Source: an optimization exercise on an open RTL-to-GDS flow (aim: small area). Production flows keep margins and buffers that such runs may drop. Only simulation tests tie the RTL to the original design; equivalence was not proved. Power is estimated from default activity; no workload was simulated. The flow treats the clock pin as an ideal source, which a real chip does not have.

== rev 12 ==
## sd_sector_buffer
module sd_sector_buffer
#(
  parameter int          SECTOR_BYTES   = sd_pkg::SD_SECTOR_BYTES,
  parameter logic [31:0] DEFAULT_SECTOR = sd_pkg::SD_DEFAULT_SECTOR,
  parameter int          TIMEOUT_CYCLES = sd_pkg::SD_TIMEOUT_CYCLES
) (
  input  logic        i_clock,
  input  logic        i_reset,
  input  logic        i_sd_initialized,
  input  logic        i_load_start,
  input  logic [31:0] i_load_sector,
  output logic        o_rd_req,
  output logic [31:0] o_rd_sector,
  input  logic        i_rd_byte_valid,
  input  logic [7:0]  i_rd_byte,
  input  logic        i_rd_complete,
  input  logic [31:0] i_cpu_addr,
  output logic [31:0] o_cpu_rdata,
  output logic        o_buf_valid,
  output logic        o_busy,
  output logic        o_err,
  output logic [9:0]  o_byte_count
);
  localparam logic [9:0]  FULL_COUNT = 10'(SECTOR_BYTES);
  localparam int          TW         = sd_pkg::SD_TMO_BITS;
  localparam logic [TW-1:0] TMO_LAST = sd_pkg::SD_TMO_LAST;
  sd_pkg::sd_state_e r_state;
  logic [31:0]   r_rd_sector;
  logic          r_buf_valid;
  logic          r_err;
  logic [9:0]    r_byte_count;
  logic          r_ovf;
  logic          r_auto_done;
  logic [TW-1:0] r_tmo;
  logic          r_cmpl_d;
  logic [31:0]   r_slot0, r_slot1;
  logic [5:0]    r_sidx0, r_sidx1;
  logic          r_srdy0, r_srdy1;
  logic [6:0]    r_phase;
  logic          w_idle, w_fill;
  logic          w_auto;
  logic          w_start;
  logic [31:0]   w_start_sector;
  logic          w_byte_in;
  logic          w_byte_acc;
  logic [1:0]    w_lane;
  logic [9:0]    w_cnt_next;
  logic          w_ovf_next;
  logic          w_cmpl_rise;
  logic          w_done;
  logic          w_tmo_hit;
  logic [TW-1:0] w_tmo_step;
  logic          w_unused_addr;
  assign w_idle         = (r_state == sd_pkg::ST_IDLE);
  assign w_fill         = (r_state == sd_pkg::ST_FILL);
  ...
Size in the first run: ~9,300 cells after synthesis, ~160 I/O pins, ~120,000 um2 of cells after synthesis.
==> flow/config.mk <==
export PLATFORM = sky130hd
export DESIGN_NAME = sd_sector_buffer
export DESIGN_NICKNAME = sd_sector_buffer
export VERILOG_FILES = /design/flow/design.v
export SDC_FILE = /design/flow/constraint.sdc
export NUM_CORES = 4
export LEC_CHECK = 0
export CAP_MARGIN = 20
export CORE_MARGIN = 2
export CORE_UTILIZATION = 55
export CTS_CLUSTER_DIAMETER = 70
export CTS_CLUSTER_SIZE = 32
export GPL_TIMING_DRIVEN = 0
export PLACE_DENSITY = 0.6
export SETUP_SLACK_MARGIN = 0.3
export SLEW_MARGIN = 20
export SYNTH_HIERARCHICAL = 1
export SYNTH_MINIMUM_KEEP_SIZE = 0
==> flow/constraint.sdc <==
create_clock -name core_clock -period 5.0 [get_ports {i_clock}]
set_input_delay 1.0000 -clock core_clock [delete_from_list [all_inputs] [get_ports {i_clock}]]
set_output_delay 1.0000 -clock core_clock [all_outputs]
set_load 0.01 [all_outputs]
run.sh (not shown) runs the stock make flow with config.mk's settings and CLKGATE_MAP_FILE= SYNTH_SCRIPT=/design/flow/synth_recipe.tcl, a recipe that flattens the netlist after the stock synthesis.
Inputs modified between rev 12 and rev 13:
Settings: CTS_CLUSTER_DIAMETER now 60, was 70; CTS_CLUSTER_SIZE now 20, was 32; SETUP_SLACK_MARGIN now 0.2, was 0.3.
### Flow results
Amount of wire on met2 after detailed routing on rev 13 is down relative to rev 12.
Rev 13 vs. rev 12: clock network power share went up by 1.9 points.
Rev 13 vs. rev 12: count of buffer and inverter cells on the critical path shows an increase of 1, cell area reported after detailed placement did not really move, relative contribution of sequential cells to total power went down, total die area barely changed, non-filler instance count after layout flat.
Rev 13: worst setup slack after placement is 230 ps lower than what rev 12 reported.
Rev 12 vs rev 13, end point of the critical path: r_rdata[30]$_DFF_P_ vs r_rdata[23]$_DFF_P_
Rev 13 vs rev 12 — via total after detailed routing climbed slightly
Rev 13 vs rev 12 — tightest hold margin rose 8.0 ps.

---

Another version of the RTL of sd_sector_buffer (not shown whole).
For scale: about 9100 cells after synthesis, about 160 I/O pins, about 120000 um2 of cells after synthesis.
Design sd_sector_buffer, start of the top module:
module sd_sector_buffer
#(
  parameter int          SECTOR_BYTES   = sd_pkg::SD_SECTOR_BYTES,
  parameter logic [31:0] DEFAULT_SECTOR = sd_pkg::SD_DEFAULT_SECTOR,
  parameter int          TIMEOUT_CYCLES = sd_pkg::SD_TIMEOUT_CYCLES
) (
  input  logic        i_clock,
  input  logic        i_reset,
  input  logic        i_sd_initialized,
  input  logic        i_load_start,
  input  logic [31:0] i_load_sector,
  output logic        o_rd_req,
  output logic [31:0] o_rd_sector,
  input  logic        i_rd_byte_valid,
  input  logic [7:0]  i_rd_byte,
  input  logic        i_rd_complete,
  input  logic [31:0] i_cpu_addr,
  output logic [31:0] o_cpu_rdata,
  output logic        o_buf_valid,
  output logic        o_busy,
  output logic        o_err,
  output logic [9:0]  o_byte_count
);
  localparam logic [9:0]  FULL_COUNT = 10'(SECTOR_BYTES);
  localparam int          TW         = sd_pkg::SD_TMO_BITS;
  localparam logic [TW-1:0] TMO_LAST = sd_pkg::SD_TMO_LAST;
  sd_pkg::sd_state_e r_state;
  logic [31:0]   r_rd_sector;
  logic          r_buf_valid;
  logic          r_err;
  logic [9:0]    r_byte_count;
  logic          r_ovf;
  logic          r_auto_done;
  logic [TW-1:0] r_tmo;
  logic          r_cmpl_d;
  logic [31:0]   r_slot0, r_slot1;
  logic [5:0]    r_sidx0, r_sidx1;
  logic          r_srdy0, r_srdy1;
  logic [2:0]    r_phase;
  logic          w_idle, w_fill;
  logic          w_auto;
  logic          w_start;
  logic [31:0]   w_start_sector;
  logic          w_byte_in;
  logic          w_byte_acc;
  logic [1:0]    w_lane;
  logic [9:0]    w_cnt_next;
  logic          w_ovf_next;
  logic          w_cmpl_rise;
  logic          w_done;
  logic          w_tmo_hit;
  logic [TW-1:0] w_tmo_step;
  logic          w_unused_addr;
  assign w_idle         = (r_state == sd_pkg::ST_IDLE);
  assign w_fill         = (r_state == sd_pkg::ST_FILL) && !i_reset;   
  assign w_auto         = !r_auto_done && i_sd_initialized;
  assign w_start        = w_idle && (i_load_start || w_auto);
  assign w_start_sector = i_load_start ? i_load_sector : DEFAULT_SECTOR;
  assign w_byte_in      = w_fill && i_rd_byte_valid;
  assign w_byte_acc     = w_byte_in && !r_byte_count[9];
  ...
clock: 5.0 ns
lec_check: 0
cap_margin: 20
core_margin: 2
core_utilization: 55
cts_cluster_diameter: 60
cts_cluster_size: 28
gpl_timing_driven: 0
place_density: 0.6
setup_slack_margin: 0.2
slew_margin: 20
synth_hierarchical: 1
synth_minimum_keep_size: 0
standard.sh (not shown) runs the stock make flow with config.mk's settings and CLKGATE_MAP_FILE= SYNTH_SCRIPT=/design/flow/synth_recipe.tcl, a recipe that flattens the netlist after the stock synthesis.
==> flow/flow/run.sh <==
#!/bin/bash
set -euo pipefail
export BUFFER_PORTS_ARGS="-buffer_cell sky130_fd_sc_hd__buf_2"
export CTS_ARGS="-sink_clustering_enable -repair_clock_nets -sink_clustering_size 28 -sink_clustering_max_diameter 60 -dont_use_dummy_load"
bash standard.sh > run_make.log 2>&1
The starting point completed without violations.
Change:
==> flow/flow/run.sh (replaced) <==
#!/bin/bash
set -euo pipefail
export BUFFER_PORTS_ARGS="-buffer_cell sky130_fd_sc_hd__buf_2"
export CTS_ARGS="-sink_clustering_enable -repair_clock_nets -sink_clustering_size 32 -sink_clustering_max_diameter 66 -dont_use_dummy_load"
bash standard.sh > run_make.log 2>&1
- CORE_UTILIZATION: 55 -> 68
- CTS_CLUSTER_DIAMETER: 60 -> 66
- CTS_CLUSTER_SIZE: 28 -> 32
- PLACE_DENSITY: 0.6 -> 0.74
This time the run completed and failed the layout checks on setup timing.
Synthesized cell count does not change.
Routed wire length is lower by 5.6%.
Area after synthesis stays the same.
Register-to-register slack got worse by 60 ps.
Setup slack got worse by 71 ps.
Total power is lower by 3.1%.
Final area is lower by 1.5%.
Combinational power is lower by about 3%.
Hold slack got worse by 18 ps.
Via count is higher by 0.70%.
Global-route usage is higher by 6.4 points.
Change:
==> flow/run.sh (new file) <==
#!/bin/bash
# synth_recipe.tcl (not shown) runs the flow's synth.tcl, then flattens the netlist and writes it again
# the make line also repeats each setting of config.mk as NAME=value (left out here)
make -C /OpenROAD-flow-scripts/flow DESIGN_CONFIG=/design/flow/config.mk WORK_HOME=/design/flow/orfs CLKGATE_MAP_FILE= SYNTH_SCRIPT=/design/flow/synth_recipe.tcl finish
- CORE_UTILIZATION: 68 -> 55
- CTS_CLUSTER_DIAMETER: 66 -> 60
- CTS_CLUSTER_SIZE: 32 -> 28
- PLACE_DENSITY: 0.74 -> 0.6
removed: flow/flow/run.sh
removed: flow/standard.sh
After rerunning: The new run finished with setup timing left. Wire length came out higher by a few percent. Non-clock buffer count falls by 6. Power goes up by a little under a tenth. Clock power goes up by a quarter to a third. Core utilization drops by 12 points. Die area went up by a quarter to a third. Design area climbs by a few percent. Via count barely changes. Maximum frequency is about the same. Count of clock-buffer cells in the layout went up by 66. First-iteration DRC count fell by about a fifth.
Change:
==> flow/flow/run.sh (new file) <==
#!/bin/bash
set -euo pipefail
export BUFFER_PORTS_ARGS="-buffer_cell sky130_fd_sc_hd__buf_2"
export CTS_ARGS="-sink_clustering_enable -repair_clock_nets -sink_clustering_size 32 -sink_clustering_max_diameter 66 -dont_use_dummy_load"
bash standard.sh > run_make.log 2>&1
==> flow/standard.sh (new file) <==
#!/bin/bash
# synth_recipe.tcl (not shown) runs the flow's synth.tcl, then flattens the netlist and writes it again
# the make line also repeats each setting of config.mk as NAME=value (left out here)
make -C /OpenROAD-flow-scripts/flow DESIGN_CONFIG=/design/flow/config.mk WORK_HOME=/design/flow/orfs CLKGATE_MAP_FILE= SYNTH_SCRIPT=/design/flow/synth_recipe.tcl "${@:-finish}"
- CTS_CLUSTER_DIAMETER: 60 -> 66
- CTS_CLUSTER_SIZE: 28 -> 32
removed: flow/run.sh
What happened:
- The new run produced a clean layout
- sequential cell count is unchanged
- cell count shrinks by 1.2%
- synthesized cell count is unchanged
- worst setup slack improved by 91 ps
- die area stays the same
- core utilization shrinks by 1.4 points
- non-clock buffer count grows by 13
Change:
- CORE_UTILIZATION: 55 -> 62
- PLACE_DENSITY: 0.6 -> 0.68
Result: The changed run completed without violations. Cell count came out lower by 2.8%. Setup slack gains 34 ps. Wire length goes down by about 3.6%. Clock skew is lower by 4.8 ps. Via count went up by about 0.37%. First-iteration DRC count came out higher by about 2.7%. Cell area goes down by 0.66%. Synthesized area does not change. Count of clock-buffer cells in the layout falls by 8. Sequential cell count does not change. Register-to-register slack gains 30 ps.

-- re-timing with driven ports --
Ports are ideal in the flow. The routed layouts listed here were re-timed in OpenROAD. Step 1 sets driving cells, clkbuf_16 on the clock port and buf_2 on the other inputs (assumed; they add their load-dependent delay and slew). Step 2 moves the port delays by t, midway between the first and last clock arrival at a register: inputs arrive t later, outputs are due t later. That takes back most of the time a late clock gives input paths. a / b / c = ideal / step 1 / step 2; a / b = the first two.
run | shift t [ns] | setup WS [ns] | worst slew at a driven data input, ns | pins driven straight from the clock port
rev 12 | 0.980 | 0.259 / 0.271 / -0.693 | 0.12 | 1
rev 13 | 0.980 | 0.095 / 0.140 / -0.819 | 0.20 | 1
the first run of note 2 | 0.971 | 0.069 / 0.069 / -0.757 | 0.07 | 1
the second run of note 2 | 0.964 | -0.002 / 0.010 / -0.892 | 0.09 | 1
the third run of note 2 | 0.974 | -0.012 / 0.053 / -0.921 | 0.07 | 1
the fourth run of note 2 | 0.947 | 0.079 / 0.079 / -0.769 | 0.07 | 1
the fifth run of note 2 | 0.972 | 0.114 / 0.114 / -0.775 | 0.06 | 1
With both steps, setup timing fails in 5 of these runs, where it was met with ideal ports. The setup slack of rev 12, which loses most, moves by +0.012 ns with the drivers and by -0.952 ns with both steps.
